From an optimization exercise on the open Yosys and OpenROAD flow, aimed at small area; shortcuts taken in it are not production practice. Power figures rest on the tool's default switching activity, not on a simulated workload.

== the reference run ==
==> flow/design.v <==
module fir_mac_serial (
  input  logic               clk,
  input  logic               reset,
  input  logic               in_valid_i,
  output logic               in_ready_o,
  input  logic signed [15:0] in_data_i,
  input  logic               coef_we_i,
  input  logic [3:0]         coef_addr_i,
  input  logic signed [15:0] coef_data_i,
  output logic               coef_err_o,
  output logic               out_valid_o,
  output logic signed [15:0] out_data_o,
  output logic               busy_o
);
  localparam logic [2:0] S_INIT = 3'd0, S_IDLE = 3'd1, S_PEND = 3'd2,
                         S_WAIT = 3'd3, S_COMP = 3'd4, S_NEG = 3'd5,
                         S_OUTV = 3'd6;
  logic [2:0]   st;
  logic [7:0]   t;
  logic [3:0]   base;
  logic         cerr;
  logic [255:0] hq;
  logic [15:0]  xq [0:15];
  logic [20:0]  r;
  logic init, idle, pend, wait_s, comp, neg, outv;
  assign init   = (st == S_INIT);
  assign idle   = (st == S_IDLE);
  assign pend   = (st == S_PEND);
  assign wait_s = (st == S_WAIT);
  assign comp   = (st == S_COMP);
  assign neg    = (st == S_NEG);
  assign outv   = (st == S_OUTV);
  logic [7:0] t_n;
  assign t_n = t + 8'd1;
  logic wr_ph, wr, acc;
  assign wr_ph      = (t[7:4] == 4'hf) && (t[3:0] == coef_addr_i);
  assign in_ready_o = idle && (!coef_we_i || wr_ph);
  assign busy_o     = !in_ready_o;
  assign wr         = coef_we_i && in_ready_o;
  assign acc        = in_valid_i && in_ready_o;
  logic k15, hi0, hif;
  assign k15 = (t_n[3:0] == base);
  assign hi0 = (t_n[7:4] == 4'h0);
  assign hif = (t_n[7:4] == 4'hf);
  logic hbit, shift, cin, ins;
  logic [20:0] rm, add, sum;
  assign hbit  = hq[8'(9'd256 - {5'd0, base})];
  assign shift = comp && k15;
  assign cin   = (neg && hbit) || (comp && k15 && hif);
  assign rm    = (comp || neg || pend) ? r : 21'd0;
  assign add   = idle ? {{5{in_data_i[15]}}, in_data_i} :
                 ((comp || neg) && hbit) ? {{5{xq[0][15] ^ neg}}, xq[0] ^ {16{neg}}} : 21'd0;
  logic [21:0] cy;
  assign cy[0] = cin;
  for (genvar b = 0; b < 21; b++) begin : g_add
    assign sum[b]  = rm[b] ^ add[b] ^ cy[b];
    assign cy[b+1] = (rm[b] & add[b]) | (rm[b] & cy[b]) | (add[b] & cy[b]);
  end
  assign ins   = init || (pend && k15);
  always_ff @(posedge clk) begin
    for (int q = 0; q < 255; q++) hq[q] <= hq[q+1];
    for (int m = 0; m < 15; m++) if (wr) hq[16*m+15] <= coef_data_i[m];
    hq[255] <= wr ? coef_data_i[15] : init ? (t == 8'd0) : hq[0];
    for (int s = 0; s < 15; s++) xq[s] <= xq[s+1];
    xq[15] <= ins ? r[15:0] : xq[0];
    r <= shift ? {sum[20], sum[20:1]} : sum;
  end
  always_ff @(posedge clk or posedge reset) begin
    if (reset) begin
      st   <= S_INIT;
      t    <= 8'd0;
      base <= 4'd0;
      cerr <= 1'b0;
    end else begin
      t    <= t_n;
      cerr <= coef_we_i && !in_ready_o;
      case (st)
        S_INIT: if (t == 8'hff) st <= S_IDLE;
        S_IDLE: if (acc) st <= S_PEND;
        S_PEND: if (k15) begin
          st   <= S_WAIT;
          base <= base - 4'd1;
        end
        S_WAIT: if (k15 && hi0) st <= S_COMP;
        S_COMP: if (k15 && hif) st <= S_NEG;
        S_NEG:  if (k15) st <= S_OUTV;
        default: st <= S_IDLE;
      endcase
    end
  end
  logic ovf;
  assign ovf         = !((&r[20:15]) || !(|r[20:15]));
  assign out_data_o  = ovf ? {r[20], {15{!r[20]}}} : r[15:0];
  assign out_valid_o = outv;
  assign coef_err_o  = cerr;
endmodule
module fir_q15 (
  input  logic               clk,
  input  logic               reset,
  input  logic               in_valid_i,
  output logic               in_ready_o,
  input  logic signed [15:0] in_data_i,
  input  logic               coef_we_i,
  input  logic [3:0]         coef_addr_i,
  input  logic signed [15:0] coef_data_i,
  output logic               coef_err_o,
  output logic               out_valid_o,
  output logic signed [15:0] out_data_o,
  output logic               busy_o
);
  fir_mac_serial u_fir (
    .clk(clk), .reset(reset),
    .in_valid_i(in_valid_i), .in_ready_o(in_ready_o), .in_data_i(in_data_i),
    .coef_we_i(coef_we_i), .coef_addr_i(coef_addr_i), .coef_data_i(coef_data_i),
    .coef_err_o(coef_err_o),
    .out_valid_o(out_valid_o), .out_data_o(out_data_o), .busy_o(busy_o)
  );
endmodule
export LEC_CHECK = 0
export CAP_MARGIN = 20
export CORE_MARGIN = 2
export CORE_UTILIZATION = 60
export CTS_BUF_LIST = sky130_fd_sc_hd__clkbuf_8
export CTS_CLUSTER_DIAMETER = 100
export CTS_CLUSTER_SIZE = 16
export SLEW_MARGIN = 20
create_clock -name core_clock -period 10.0 [get_ports {clk}]
run.sh (not shown) runs the stock make flow with config.mk's settings and CLKGATE_MAP_FILE= SYNTH_SCRIPT=/design/flow/synth_recipe.tcl, a recipe that flattens the netlist after the stock synthesis.
The reference run: flow complete, layout not clean; failing: negative setup slack
For the trial run, these inputs were changed with respect to the reference run:
--- a/flow/design.v
+++ b/flow/design.v
@@ -50,12 +50,7 @@
   assign rm    = (comp || neg || pend) ? r : 21'd0;
   assign add   = idle ? {{5{in_data_i[15]}}, in_data_i} :
                  ((comp || neg) && hbit) ? {{5{xq[0][15] ^ neg}}, xq[0] ^ {16{neg}}} : 21'd0;
-  logic [21:0] cy;
-  assign cy[0] = cin;
-  for (genvar b = 0; b < 21; b++) begin : g_add
-    assign sum[b]  = rm[b] ^ add[b] ^ cy[b];
-    assign cy[b+1] = (rm[b] & add[b]) | (rm[b] & cy[b]) | (add[b] & cy[b]);
-  end
+  assign sum   = rm + add + {20'd0, cin};
   assign ins   = init || (pend && k15);
   always_ff @(posedge clk) begin
     for (int q = 0; q < 255; q++) hq[q] <= hq[q+1];
[summary]
Every run in the trial run and the reference run closed cleanly, with the single exception of the reference run.
Highest cell delay on the worst timing path: the trial run vs the reference run up 0.19 ns
The trial run packs its core more loosely than the reference run.
Sort the trial run and the reference run by met1 capacity usage during global routing, ascending, and the trial run comes first.
[compare] base=the reference run new=the trial run: share of the clock period used by the worst path after layout has decreased; share of the final layout cell area in sequential cells has decreased; worst vdd rail ir drop has decreased.
The run showing the greater total design power is the reference run.
| remaining max-slew budget at the tightest pin | the trial run vs the reference run | 7.1 points lower |
Relative to the reference run, the area after detailed placement of the trial run is higher by 1.6%.
Routed wire in the trial run totals less than in the reference run.
First-pass GRT wire length on the trial run is down relative to the reference run.
The final reports for the trial run and the reference run show pre-CTS setup slack higher in the former.
Cmp the trial run and the reference run / relative contribution of the clock network to total power / lower: the trial run
The fraction of final layout cells sized beyond drive strength 1 of the trial run is lower than that of the reference run.
Function was not checked in any run of this note: the RTL went through the layout flow alone.

-- what the ideal ports hide --
No port has a modelled driver above. Below, the same layouts with a new extraction and two added sets of constraints.
Step 1: set_driving_cell puts a clkbuf_16 on clk and a buf_2 on each other input, an assumption about the parent block.
Step 2 times the ports against the registers' clock, not the clock port: input delays grow and output delays shrink by t, the midpoint of the rising clock arrivals with the driver on.
Three values: ideal, step 1, step 2; two values: the first two.
run	t, ns	setup WS [ns]	worst setup path after step 2	latest minus earliest clock arrival (ns)
the reference run	0.593	-0.050 / -0.050 / -0.610	input to register	0.031 / 0.031
the trial run	0.585	4.017 / 4.017 / 4.017	register to register	0.031 / 0.032
For the reference run, which loses most, drivers alone change the setup slack by 0.000 ns; drivers and shift together by -0.560 ns.
